Background: an optimization exercise with open tools, aiming at small area, a short achievable clock period and few clock cycles per item. Do not read the settings as production practice.
Function was checked by simulation only, so behaviour that the tests miss may differ from the original.
Power figures rest on the tool's default switching activity, not on a simulated workload.

==> flow/design.v <==
package pkt_pkg;
  localparam int DATA_W  = 64;
  localparam int EMPTY_W = 3;
  typedef logic [DATA_W-1:0]  data_t;
  typedef logic [EMPTY_W-1:0] empty_t;
  typedef struct packed {
    logic   sop;
    logic   eop;
    empty_t empty;
    data_t  data;
  } beat_t;
  typedef enum logic [1:0] {
    TX_IDLE = 2'd0,
    TX_LOAD = 2'd1,
    TX_SEND = 2'd2,
    TX_DONE = 2'd3
  } tx_state_t;
endpackage
`timescale 1ns/1ps
module pkt_loopback_top #(
  parameter int FIFO_DEPTH = 8,
  parameter int MAX_BEATS  = 16
) (
  input  logic  rd_clk,
  input  logic  rd_rst_n,
  input  logic  rx_valid,
  output logic  rx_ready,
  input  pkt_pkg::beat_t rx_beat,
  input  logic  tx_enable,
  input  logic  tx_ready,
  output logic  tx_valid,
  output pkt_pkg::beat_t tx_beat
);
  localparam int N  = MAX_BEATS;
  localparam int PW = $clog2(N);
  localparam int CW = $clog2(N + 1);
  localparam int EW = pkt_pkg::DATA_W + pkt_pkg::EMPTY_W + 1;
  logic [EW-1:0] ring [0:N-1];
  logic [PW-1:0] dh;        
  logic          dh0;       
  logic [PW-1:0] dt;        
  logic [CW-1:0] count;     
  logic [CW-1:0] ccount;    
  logic          rdy_n;     
  logic          wsel_n;    
  logic          tv;        
  pkt_pkg::beat_t ob;       
  logic          drop;      
  logic          last_eop;  
  logic          en_seen;   
  logic          empty;
  logic          one;
  logic          full;
  logic          ccnz;
  logic          cc_one;
  logic          dt1;
  logic          ovf;
  logic          acc;
  logic          store;     
  logic          discard;
  logic          commit;
  logic          take;      
  logic          fire;
  logic          new_head;
  logic          drop_nxt;
  logic          high;      
  logic [CW-1:0] count_nxt;
  logic [pkt_pkg::DATA_W-1:0] rd_data;
  logic [pkt_pkg::DATA_W-1:0] rd_inc;
  logic          rdy_0;
  logic          rdy_s;
  logic          rdy_t;
  logic          rdy_st;
  logic          wsel_s;
  logic          wsel_t;
  logic [EW-1:0] wr_ent;
  assign empty   = (count == '0);
  assign one     = (count == CW'(1));
  assign full    = (count == CW'(N));
  assign high    = (count >= CW'(N - 1));
  assign ccnz    = (ccount != '0);
  assign cc_one  = (ccount == CW'(1));
  assign dt1     = (dt == PW'(1));
  assign ovf     = full && !ccnz;
  assign acc     = rx_valid && !rdy_n;
  assign store   = acc && !drop && !ovf;
  assign discard = acc && !drop && ovf;
  assign commit  = store && rx_beat.eop;
  assign fire    = tv && tx_ready;
  assign take    = dh0 && en_seen && (!tv || tx_ready) && !empty &&
                   (ccnz || commit);
  assign new_head = store && (empty || (take && one));
  assign drop_nxt = (acc && (drop || ovf)) ? !rx_beat.eop : drop;
  always_comb begin
    count_nxt = count;
    if (discard) begin
      count_nxt = '0;
    end else if (store && !take) begin
      count_nxt = count + 1'b1;
    end else if (take && !store) begin
      count_nxt = count - 1'b1;
    end
  end
  assign rdy_0  = (full && !ccnz) || (!full && (empty || dt1));
  assign rdy_s  = !high || (!ccnz && !rx_beat.eop);
  assign rdy_t  = one || dt1;
  assign rdy_st = !full || !(rx_beat.eop || (ccnz && !cc_one));
  assign wsel_s = (count != CW'(N - 1));
  assign wsel_t = one || dt1;
  assign wr_ent = {rx_beat.eop,
                   rx_beat.eop ? rx_beat.empty : pkt_pkg::EMPTY_W'(0),
                   rx_beat.data};
  always_ff @(posedge rd_clk or negedge rd_rst_n) begin
    if (!rd_rst_n) begin
      dh       <= '0;
      dh0      <= 1'b1;
      dt       <= '0;
      count    <= '0;
      ccount   <= '0;
      rdy_n    <= 1'b0;
      wsel_n   <= 1'b0;
      tv       <= 1'b0;
      drop     <= 1'b0;
      last_eop <= 1'b1;
      en_seen  <= 1'b0;
    end else begin
      if (new_head) begin
        dh  <= PW'(N - 2);
        dh0 <= 1'b0;
      end else if (take) begin
        dh  <= '0;
        dh0 <= 1'b1;
      end else begin
        dh  <= dh - 1'b1;
        dh0 <= (dh == PW'(1));
      end
      if (store || discard || (take && one) || empty) begin
        dt <= '0;
      end else begin
        dt <= dt - 1'b1;
      end
      count <= count_nxt;
      if (commit) begin
        ccount <= count_nxt;
      end else if (take) begin
        ccount <= ccount - 1'b1;
      end
      if (drop_nxt || discard) begin
        rdy_n <= 1'b0;
      end else begin
        case ({store, take})
          2'b00:   rdy_n <= !rdy_0;
          2'b10:   rdy_n <= !rdy_s;
          2'b01:   rdy_n <= !rdy_t;
          default: rdy_n <= !rdy_st;
        endcase
      end
      if (discard) begin
        wsel_n <= 1'b0;
      end else begin
        case ({store, take})
          2'b00:   wsel_n <= !(!full && (empty || dt1));
          2'b10:   wsel_n <= !wsel_s;
          2'b01:   wsel_n <= !wsel_t;
          default: wsel_n <= full;
        endcase
      end
      tv       <= take || (tv && !tx_ready);
      en_seen  <= en_seen || tx_enable;
      drop     <= drop_nxt;
      if (take) begin
        last_eop <= ring[1][EW-1];
      end
    end
  end
  localparam int NG = pkt_pkg::DATA_W / 8;
  logic [NG-1:0] rd_grp;    
  always_ff @(posedge rd_clk) begin
    for (int g = 0; g < NG; g++) begin
      rd_grp[g] <= &ring[2][8*g +: 8];
    end
  end
  assign rd_data = ring[1][pkt_pkg::DATA_W-1:0];
  always_comb begin
    logic lo_grp;
    logic lo_bit;
    for (int g = 0; g < NG; g++) begin
      lo_grp = 1'b1;
      for (int h = 0; h < g; h++) begin
        lo_grp = lo_grp & rd_grp[h];
      end
      lo_bit = 1'b1;
      for (int b = 0; b < 8; b++) begin
        rd_inc[8*g+b] = rd_data[8*g+b] ^ (lo_grp & lo_bit);
        lo_bit = lo_bit & rd_data[8*g+b];
      end
    end
  end
  always_ff @(posedge rd_clk) begin
    for (int i = 0; i < N - 1; i++) begin
      ring[i] <= ring[i+1];
    end
    ring[N-1] <= wsel_n ? ring[0] : wr_ent;
  end
  always_ff @(posedge rd_clk or negedge rd_rst_n) begin
    if (!rd_rst_n) begin
      ob <= '0;
    end else if (take) begin
      ob <= {last_eop, ring[1][EW-1:pkt_pkg::DATA_W], rd_inc};
    end else if (fire) begin
      ob <= '0;
    end
  end
  assign rx_ready = !rdy_n;
  assign tx_valid = tv;
  assign tx_beat  = ob;
endmodule
Settings: LEC_CHECK=0, ABC_AREA=1, CAP_MARGIN=20, CORE_MARGIN=2, CORE_UTILIZATION=40, CTS_CLUSTER_DIAMETER=100, CTS_CLUSTER_SIZE=28, SETUP_SLACK_MARGIN=3.15, SLEW_MARGIN=20; clock period 5.5 ns.
standard.sh (not shown) runs the stock make flow with config.mk's settings and CLKGATE_MAP_FILE= SYNTH_SCRIPT=/design/flow/synth_recipe.tcl, a recipe that flattens the netlist after the stock synthesis.
==> flow/flow/run.sh <==
#!/bin/bash
# The standard layout, with the port buffers made from buf_2 cells
# instead of the delay buffers buffer_ports picks by default.
set -euo pipefail
export BUFFER_PORTS_ARGS="-buffer_cell sky130_fd_sc_hd__buf_2"
bash standard.sh > standard_flow.log 2>&1
Testbench counts at the start, summed over its fixed seeds: cycles 14,877, items 14,749.
Change:
--- a/flow/design.v
+++ b/flow/design.v
@@ -174,26 +174,16 @@
     end
   end
-  localparam int NG = pkt_pkg::DATA_W / 8;
-  logic [NG-1:0] rd_grp;    
-  always_ff @(posedge rd_clk) begin
-    for (int g = 0; g < NG; g++) begin
-      rd_grp[g] <= &ring[2][8*g +: 8];
-    end
-  end
   assign rd_data = ring[1][pkt_pkg::DATA_W-1:0];
   always_comb begin
-    logic lo_grp;
-    logic lo_bit;
-    for (int g = 0; g < NG; g++) begin
-      lo_grp = 1'b1;
-      for (int h = 0; h < g; h++) begin
-        lo_grp = lo_grp & rd_grp[h];
-      end
-      lo_bit = 1'b1;
-      for (int b = 0; b < 8; b++) begin
-        rd_inc[8*g+b] = rd_data[8*g+b] ^ (lo_grp & lo_bit);
-        lo_bit = lo_bit & rd_data[8*g+b];
-      end
-    end
+    logic [pkt_pkg::DATA_W-1:0] pre;
+    pre = rd_data;
+    for (int l = 1; l < pkt_pkg::DATA_W; l = l * 2) begin
+      for (int i = 0; i < pkt_pkg::DATA_W; i++) begin
+        if ((i / l) % 2 == 1) begin
+          pre[i] = pre[i] & pre[(i / l) * l - 1];
+        end
+      end
+    end
+    rd_inc = rd_data ^ {pre[pkt_pkg::DATA_W-2:0], 1'b1};
   end
   always_ff @(posedge rd_clk) begin
After rerunning: The new run completed with no timing, DRC or antenna violations; clock power drops by about 2%; core utilization came out lower by 0.25 points; cell area went up by 0.84%; worst setup slack gains 0.0082 ns; die area grows by 0.75%; worst hold slack improved by 0.0054 ns; sequential cell count decreases by 7; via count grows by 6.8%; global-route usage increases by 0.18 points; power is lower by 0.36%; non-clock buffer count is higher by 8; first-iteration DRC count goes up by 72%; synthesized cell count increases by 6.5%.
Testbench counts after the change, summed over its fixed seeds: cycles 14,877, items 14,749.

* * *

P:
// pkt_loopback_top: RTL as listed in full above, without the edits since
Settings: LEC_CHECK=0, ABC_AREA=1, CAP_MARGIN=20, CORE_MARGIN=2, CORE_UTILIZATION=65, CTS_CLUSTER_DIAMETER=100, CTS_CLUSTER_SIZE=28, SETUP_SLACK_MARGIN=3.15, SLEW_MARGIN=20; clock period 5.5 ns.
Scripts as last shown in full above: flow/flow/run.sh
P reached the final stage; the timing, DRC and antenna checks on its layout passed.
Testbench counts of P, summed over its fixed seeds: cycles 14,877, items 14,749.
#### Input delta (Q over P)
--- a/flow/design.v
+++ b/flow/design.v
@@ -172,30 +172,20 @@
         last_eop <= ring[1][EW-1];
       end
     end
   end
-  localparam int NG = pkt_pkg::DATA_W / 8;
-  logic [NG-1:0] rd_grp;    
-  always_ff @(posedge rd_clk) begin
-    for (int g = 0; g < NG; g++) begin
-      rd_grp[g] <= &ring[2][8*g +: 8];
-    end
-  end
   assign rd_data = ring[1][pkt_pkg::DATA_W-1:0];
   always_comb begin
-    logic lo_grp;
-    logic lo_bit;
-    for (int g = 0; g < NG; g++) begin
-      lo_grp = 1'b1;
-      for (int h = 0; h < g; h++) begin
-        lo_grp = lo_grp & rd_grp[h];
-      end
-      lo_bit = 1'b1;
-      for (int b = 0; b < 8; b++) begin
-        rd_inc[8*g+b] = rd_data[8*g+b] ^ (lo_grp & lo_bit);
-        lo_bit = lo_bit & rd_data[8*g+b];
-      end
-    end
+    logic [pkt_pkg::DATA_W-1:0] pre;
+    pre = rd_data;
+    for (int l = 1; l < pkt_pkg::DATA_W; l = l * 2) begin
+      for (int i = 0; i < pkt_pkg::DATA_W; i++) begin
+        if ((i / l) % 2 == 1) begin
+          pre[i] = pre[i] & pre[(i / l) * l - 1];
+        end
+      end
+    end
+    rd_inc = rd_data ^ {pre[pkt_pkg::DATA_W-2:0], 1'b1};
   end
   always_ff @(posedge rd_clk) begin
     for (int i = 0; i < N - 1; i++) begin
       ring[i] <= ring[i+1];
Findings:
- Q closes out successfully: all stages finished, all timing, DRC and antenna checks passed.
- Q ended with more post-synthesis net count than P.
- Q ended with more final non-filler cell area than P.
- [compare] base=P new=Q: data arrival time of the critical path increased 0.03 ns, multi-input logic cell count rose by 111, non-clock buffer count increased 5.0%.
- Between Q and P, it is Q whose worst-case headroom to the max-slew limit is lower, by 2.2 points.
- Total power came out higher on Q than on P.
- P has a higher average size of a mapped cell than Q.
- P has lower y dimension of the die than Q.
Testbench counts of Q, summed over its fixed seeds: cycles 14,877, items 14,749.

==> afterwards: timing with drivers on the ports <==
How much do the figures lean on ideal ports? The routed layouts below were timed once more, with nothing changed but the port constraints. Step 1 (the two cells are an assumption about what drives the block):
set clk [get_ports {rd_clk}]
set_driving_cell -lib_cell sky130_fd_sc_hd__clkbuf_16 $clk
set_driving_cell -lib_cell sky130_fd_sc_hd__buf_2 [delete_from_list [all_inputs] $clk]
Step 2 adds t to the input delays and takes it off the output delays; t is the mean of the earliest and latest rising clock arrival at the registers after step 1. Input paths then give back, and output paths get back, about the clock's delay inside the block. Slacks: no drivers / after step 1 / after step 2; pairs: no drivers / after step 1.
| run | t (ns) | slack for setup (ns) | clock arrival spread, ns | cell pins on the clock port's net |
|---|---|---|---|---|
| the first run of note 1 | 0.677 | 3.176 / 3.115 / 2.697 | 0.041 / 0.040 | 1 |
| the second run of note 1 | 0.663 | 3.184 / 3.126 / 2.788 | 0.047 / 0.048 | 1 |
| P | 0.650 | 3.202 / 3.144 / 2.716 | 0.033 / 0.034 | 1 |
| Q | 0.667 | 3.174 / 3.117 / 2.726 | 0.033 / 0.034 | 1 |
After both steps every run listed still meets setup and hold. The setup slack of P, which loses most, moves by -0.058 ns with the drivers and by -0.486 ns with both steps.
